This is an optimization exercise on Yosys and OpenROAD, whose aim is small area, not a production implementation. Only simulation tests tie the RTL to the original design; equivalence was not proved. Power and IR drop assume default switching activity.

build 85:
==> flow/design.v (excerpt) <==
module link_monitor_top #(
    parameter int NIBBLES = 32
) (
    input  logic                     iol2clk,
    input  logic                     rst_n,
    input  link_mon_pkg::link_t      dn_link,
    input  link_mon_pkg::link_t      up_link,
    input  logic                     rpt_ack,
    output logic                     rpt_req,
    output link_mon_pkg::report_t    rpt,
    output logic                     overflow,
    output link_mon_pkg::abort_cnt_t dn_abort_cnt,
    output link_mon_pkg::abort_cnt_t up_abort_cnt
);
export LEC_CHECK = 0
export CAP_MARGIN = 20
export CORE_MARGIN = 2
export CORE_UTILIZATION = 75
export CTS_BUF_LIST = sky130_fd_sc_hd__clkbuf_8
export CTS_CLUSTER_DIAMETER = 50
export CTS_CLUSTER_SIZE = 20
export SLEW_MARGIN = 20
create_clock -name core_clock -period 5.0 [get_ports {iol2clk}]
run.sh (not shown) runs the stock make flow with config.mk's settings and CLKGATE_MAP_FILE= SYNTH_SCRIPT=/design/flow/synth_recipe.tcl, a recipe that flattens the netlist after the stock synthesis.
What build 22 does differently from build 85 at the input level:
diff --git a/flow/config.mk b/flow/config.mk
--- a/flow/config.mk
+++ b/flow/config.mk
@@ -7,0 +8 @@
+export ABC_AREA = 1
@@ -10,4 +11,4 @@
-export CORE_UTILIZATION = 75
-export CTS_BUF_LIST = sky130_fd_sc_hd__clkbuf_8
-export CTS_CLUSTER_DIAMETER = 50
-export CTS_CLUSTER_SIZE = 20
+export CORE_UTILIZATION = 40
+export CTS_BUF_LIST = sky130_fd_sc_hd__clkbuf_4 sky130_fd_sc_hd__clkbuf_8
+export CTS_CLUSTER_DIAMETER = 30
+export CTS_CLUSTER_SIZE = 12
Findings:
- Against build 85, net switching power in build 22 came out worse.
- Delta (build 22 minus build 85): width of the die rose by about 40%; worst setup slack before clock tree synthesis now larger.
- The final layouts of build 22 and build 85 pass the timing, DRC and antenna checks.
- The higher fraction of the cycle the final worst path needs of build 22 and build 85 is in build 85.
- Build 22 ended with more smallest setup slack after layout than build 85.
- Taking build 85 over build 22, the final instance area ratio works out to 0.892.
- Between build 22 and build 85, the core area is higher for build 22.
For build 4, these inputs were changed with respect to build 22:
==> flow/flow/run.sh (new file) <==
#!/bin/bash
# The standard layout (the standard.sh: the standard synthesis and the
# ORFS steps from floorplan to finish) with two changes:
#  - the buffers that global placement puts on every input and output port
#    are the platform's smallest buffer, sky130_fd_sc_hd__buf_1, instead of
#    the cell buffer_ports picks by default;
#  - clock tree synthesis adds no dummy loads to the clock tree leaves (the
#    other CTS arguments are the ones cts.tcl builds from config.mk).
# The make output goes to flow_make.log in this folder.
set -euo pipefail
export BUFFER_PORTS_ARGS="-buffer_cell sky130_fd_sc_hd__buf_1"
export CTS_ARGS="-sink_clustering_enable -repair_clock_nets -sink_clustering_size 12 -sink_clustering_max_diameter 30 -buf_list sky130_fd_sc_hd__clkbuf_4 -dont_use_dummy_load"
bash standard.sh finish > flow_make.log 2>&1
==> flow/standard.sh (new file) <==
#!/bin/bash
# synth_recipe.tcl (not shown) runs the flow's synth.tcl, then flattens the netlist and writes it again
# the make line also repeats each setting of config.mk as NAME=value (left out here)
make -C /OpenROAD-flow-scripts/flow DESIGN_CONFIG=/design/flow/config.mk WORK_HOME=/design/flow/orfs CLKGATE_MAP_FILE= SYNTH_SCRIPT=/design/flow/synth_recipe.tcl "${@:-finish}"
diff --git a/flow/config.mk b/flow/config.mk
--- a/flow/config.mk
+++ b/flow/config.mk
@@ -8 +7,0 @@
-export ABC_AREA = 1
@@ -11,4 +10 @@
-export CORE_UTILIZATION = 40
-export CTS_BUF_LIST = sky130_fd_sc_hd__clkbuf_4 sky130_fd_sc_hd__clkbuf_8
-export CTS_CLUSTER_DIAMETER = 30
-export CTS_CLUSTER_SIZE = 12
+export CORE_UTILIZATION = 65
removed: flow/run.sh
==> comparison <==
Comparing build 22 and build 4, max-slew headroom at the worst pin is higher on build 22. Worst slack at placement came out higher on build 4 than on build 22. In the reports for build 22 and build 4, the larger proportion of cell area occupied by registers belongs to build 4. In build 4 relative to build 22, fmax had gone up by a few percent.
The inputs of build 33 differ from those of build 4 as listed below.
diff --git a/flow/flow/run.sh b/flow/flow/run.sh
--- a/flow/flow/run.sh
+++ b/flow/flow/run.sh
@@ -3 +3 @@
-# ORFS steps from floorplan to finish) with two changes:
+# ORFS steps from floorplan to finish) with these changes:
@@ -8 +8,4 @@
-#    other CTS arguments are the ones cts.tcl builds from config.mk).
+#    other CTS arguments are the ones cts.tcl would build from config.mk);
+#  - after global routing, ORFS's power recovery (repair_timing
+#    -recover_power) downsizes gates on paths with slack to spare, and the
+#    resizer may pick cells of any footprint.
@@ -12,2 +15,3 @@
-export CTS_ARGS="-sink_clustering_enable -repair_clock_nets -sink_clustering_size 12 -sink_clustering_max_diameter 30 -buf_list sky130_fd_sc_hd__clkbuf_4 -dont_use_dummy_load"
-bash standard.sh finish > flow_make.log 2>&1
+export CTS_ARGS="-sink_clustering_enable -repair_clock_nets -sink_clustering_size 20 -sink_clustering_max_diameter 50 -buf_list sky130_fd_sc_hd__clkbuf_8 -dont_use_dummy_load"
+export RECOVER_POWER=100
+bash standard.sh MATCH_CELL_FOOTPRINT=0 finish > flow_make.log 2>&1
diff --git a/flow/config.mk b/flow/config.mk
--- a/flow/config.mk
+++ b/flow/config.mk
@@ -10,0 +11,3 @@
+export CTS_BUF_LIST = sky130_fd_sc_hd__clkbuf_8
+export CTS_CLUSTER_DIAMETER = 50
+export CTS_CLUSTER_SIZE = 20
## What came out
Build 33 had finished all stages when the layout checks came back failing, citing max-capacitance violations, max-slew violations. The flow did not stop early for build 4: all stages ran, and the layout cleared the timing, DRC and antenna checks. Maximum frequency (build 33 vs. build 4) decreases by a few percent. Layout net count (higher): build 4. Taking build 4 as the reference, in build 33 number of buffers created by CTS now smaller; maximum fanout along the worst path now smaller; ratio of final minimum period to clock period now larger.

---

run A:
Starting RTL as in the previous note.
export LEC_CHECK = 0
export CAP_MARGIN = 20
export CORE_MARGIN = 2
export CORE_UTILIZATION = 65
export CTS_BUF_LIST = sky130_fd_sc_hd__clkbuf_8
export CTS_CLUSTER_DIAMETER = 50
export CTS_CLUSTER_SIZE = 20
export SLEW_MARGIN = 20
create_clock -name core_clock -period 5.0 [get_ports {iol2clk}]
Stock flow here: none of the scripts above is used.
--- input diff run A..run B ---
- CORE_UTILIZATION changed from 65 to 40
- CTS_CLUSTER_SIZE changed from 20 to 16
- CTS_CLUSTER_DIAMETER changed from 50 to 40
- ABC_AREA newly set to 1
[summary]
Run A → run B: wire length per cell now smaller; cell area now larger. Compared with run A, run B shows a lower data arrival time of the worst path. Die width grows by more than a quarter when moving from run A to run B. Clock transition at the registers of the reported paths is higher on run A. [compare] base=run A new=run B: total number of placement rows now larger, total wire length moved up, detailed-route via count saw an increase, sequential share of layout area has decreased, synthesized cell count increased by about 20% relative to the old numbers. Run A vs run B, end point of the critical path: rpt[136] vs rpt[45].
## Diff of input files: run C against run B
- CTS_BUF_LIST removed (was sky130_fd_sc_hd__clkbuf_8)
- CTS_CLUSTER_DIAMETER removed (was 40)
- CORE_UTILIZATION changed from 40 to 65
- SLEW_MARGIN changed from 20 to 0
- CAP_MARGIN changed from 20 to 0
- CTS_CLUSTER_SIZE removed (was 16)
- ABC_AREA removed (was 1)
==> flow/flow/run.sh (new file) <==
#!/bin/bash
# The standard layout (the standard.sh: the standard synthesis and the
# ORFS steps from floorplan to finish) with two changes:
#  - the buffers that global placement puts on every input and output port
#    are the platform's smallest buffer, sky130_fd_sc_hd__buf_1, instead of
#    the cell buffer_ports picks by default;
#  - clock tree synthesis adds no dummy loads to the clock tree leaves (the
#    other CTS arguments are the ones cts.tcl builds from config.mk).
# The make output goes to flow_make.log in this folder.
set -euo pipefail
export BUFFER_PORTS_ARGS="-buffer_cell sky130_fd_sc_hd__buf_1"
export CTS_ARGS="-sink_clustering_enable -repair_clock_nets -sink_clustering_size 20 -sink_clustering_max_diameter 50 -buf_list sky130_fd_sc_hd__clkbuf_8 -dont_use_dummy_load"
bash standard.sh finish > flow_make.log 2>&1
==> flow/standard.sh (new file) <==
#!/bin/bash
# synth_recipe.tcl (not shown) runs the flow's synth.tcl, then flattens the netlist and writes it again
# the make line also repeats each setting of config.mk as NAME=value (left out here)
make -C /OpenROAD-flow-scripts/flow DESIGN_CONFIG=/design/flow/config.mk WORK_HOME=/design/flow/orfs CLKGATE_MAP_FILE= SYNTH_SCRIPT=/design/flow/synth_recipe.tcl "${@:-finish}"
removed: flow/run.sh
--- outcome ---
Higher final critical-path setup slack was reported by run C, not run B.
Global-route usage up 5.3 points in run C wrt run B
Result: PASS for each of run C and run B
Final cell count was higher in the run labelled run B.
Edits applied to the flow inputs when going from run C to run D:
- CTS_CLUSTER_DIAMETER newly set to 60
- CTS_BUF_LIST newly set to sky130_fd_sc_hd__clkbuf_16
- SLEW_MARGIN changed from 0 to 20
- CAP_MARGIN changed from 0 to 20
- CTS_CLUSTER_SIZE newly set to 30
==> flow/run.sh (new file) <==
#!/bin/bash
# synth_recipe.tcl (not shown) runs the flow's synth.tcl, then flattens the netlist and writes it again
# the make line also repeats each setting of config.mk as NAME=value (left out here)
make -C /OpenROAD-flow-scripts/flow DESIGN_CONFIG=/design/flow/config.mk WORK_HOME=/design/flow/orfs CLKGATE_MAP_FILE= SYNTH_SCRIPT=/design/flow/synth_recipe.tcl finish
removed: flow/flow/run.sh
removed: flow/standard.sh
==> comparison <==
- Detailed route, run D vs run C: via total higher for run D
- The non-clock buffer total of the final layout in run D was higher than what run C gave.
- Clock network fraction of design power for run D: 9.1 points up relative to run C
- Average wire per cell in the routed design grows by a few percent when moving from run C to run D.
- Diff run C and run D: internal power summed over all cells higher in run D
- Run D: area growth from synthesis to layout higher than run C
- Final instance area: lower on run C
- As of run D, overall power consumption had risen by more than 10% compared to run C.
What run E does differently from run D at the input level:
- CTS_CLUSTER_DIAMETER: 60 -> 50
- CTS_CLUSTER_SIZE: 30 -> 20
- CTS_BUF_LIST: sky130_fd_sc_hd__clkbuf_16 -> sky130_fd_sc_hd__clkbuf_8
==> flow/flow/run.sh (new file) <==
#!/bin/bash
# The standard layout (the standard.sh: the standard synthesis and the
# ORFS steps from floorplan to finish) with two changes:
#  - the buffers that global placement puts on every input and output port
#    are the platform's smallest buffer, sky130_fd_sc_hd__buf_1, instead of
#    the cell buffer_ports picks by default;
#  - clock tree synthesis adds no dummy loads to the clock tree leaves (the
#    other CTS arguments are the ones cts.tcl builds from config.mk).
# The make output goes to flow_make.log in this folder.
set -euo pipefail
export BUFFER_PORTS_ARGS="-buffer_cell sky130_fd_sc_hd__buf_1"
export CTS_ARGS="-sink_clustering_enable -repair_clock_nets -sink_clustering_size 20 -sink_clustering_max_diameter 50 -buf_list sky130_fd_sc_hd__clkbuf_8 -dont_use_dummy_load"
bash standard.sh finish > flow_make.log 2>&1
==> flow/standard.sh (new file) <==
#!/bin/bash
# synth_recipe.tcl (not shown) runs the flow's synth.tcl, then flattens the netlist and writes it again
# the make line also repeats each setting of config.mk as NAME=value (left out here)
make -C /OpenROAD-flow-scripts/flow DESIGN_CONFIG=/design/flow/config.mk WORK_HOME=/design/flow/orfs CLKGATE_MAP_FILE= SYNTH_SCRIPT=/design/flow/synth_recipe.tcl "${@:-finish}"
removed: flow/run.sh
Findings:
Run E did not stop at any stage, and its layout met the timing, DRC and antenna checks.
Sequential share of power was lower in run D than in run E.
Diff run D and run E: portion of the clock cycle consumed by the worst path in the final layout higher in run D
Between run D and run E, number of CTS-inserted buffers increased.
Run E: share of post-route cells with drive strength above 1 is 1.4 points lower than what run D reported.
Proportion of total power due to net switching delta for run E relative to run D: 1.7 points lower
#### Input delta (run F over run E)
- CTS_CLUSTER_DIAMETER removed (was 50)
- CTS_CLUSTER_SIZE removed (was 20)
- CTS_BUF_LIST removed (was sky130_fd_sc_hd__clkbuf_8)
- CORE_UTILIZATION changed from 65 to 75
--- a/flow/flow/run.sh
+++ b/flow/flow/run.sh
@@ -11,3 +11,3 @@
 export BUFFER_PORTS_ARGS="-buffer_cell sky130_fd_sc_hd__buf_1"
-export CTS_ARGS="-sink_clustering_enable -repair_clock_nets -sink_clustering_size 20 -sink_clustering_max_diameter 50 -buf_list sky130_fd_sc_hd__clkbuf_8 -dont_use_dummy_load"
+export CTS_ARGS="-sink_clustering_enable -repair_clock_nets -sink_clustering_size 40 -sink_clustering_max_diameter 60 -buf_list sky130_fd_sc_hd__clkbuf_16 -dont_use_dummy_load"
 bash standard.sh finish > flow_make.log 2>&1
==> comparison <==
Having completed the whole flow, run F delivered a layout that passed the timing, DRC and antenna checks. Compare run E and run F | count of standard-cell rows higher: run E. Relative to run E, the non-clock buffer count measured on run F has increased by a few percent. On run F: starting density of the core is 9.7 points higher than what run E gave. Finished layout cell area came out higher on run F than on run E. Total internal power on run F is behind run E. Run E and run F ended up with roughly the same clock latency on the worst-skew pair. Looking at relative slew slack across both flows, run F is the weaker of the two, with run E ahead. Switching portion of total power sits lower in run F than in run E. Run E → run F: final cell count without fillers went down about 4%, power of the clock network moved up.

[re-timing with driven ports]
Ports are ideal in the flow. The routed layouts listed here were re-timed in OpenROAD.
Step 1 (the two cells are an assumption about what drives the block):
set clk [get_ports {iol2clk}]
set_driving_cell -lib_cell sky130_fd_sc_hd__clkbuf_16 $clk
set_driving_cell -lib_cell sky130_fd_sc_hd__buf_2 [delete_from_list [all_inputs] $clk]
Step 2 also shifts input and output timing later by t, the mid clock arrival at the registers, as if the neighbouring blocks saw the same clock.
Three values: no drivers, after step 1, after step 2; two values: the first two.
run	t (ns)	slack for setup (ns)	worst setup path after step 2	worst slew at a driven data input, ns
build 85	0.607	0.946 / 0.901 / 1.508	register to output	0.05
build 22	0.722	1.136 / 1.086 / 1.697	input to register	0.05
build 4	0.725	1.241 / 1.197 / 1.922	register to output	0.06
build 33	0.605	1.029 / 1.029 / 0.562	input to register	0.05
run A	0.625	1.128 / 1.085 / 1.711	register to output	0.04
run B	0.675	1.165 / 1.117 / 1.706	input to register	0.05
run C	0.603	1.308 / 1.257 / 1.861	register to output	0.05
run D	0.576	1.195 / 1.145 / 1.721	register to output	0.04
run E	0.603	1.308 / 1.257 / 1.861	register to output	0.05
run F	0.607	1.780 / 1.730 / 2.208	register to register	0.04
The setup slack of build 33, which loses most, moves by 0.000 ns with the drivers and by -0.467 ns with both steps.
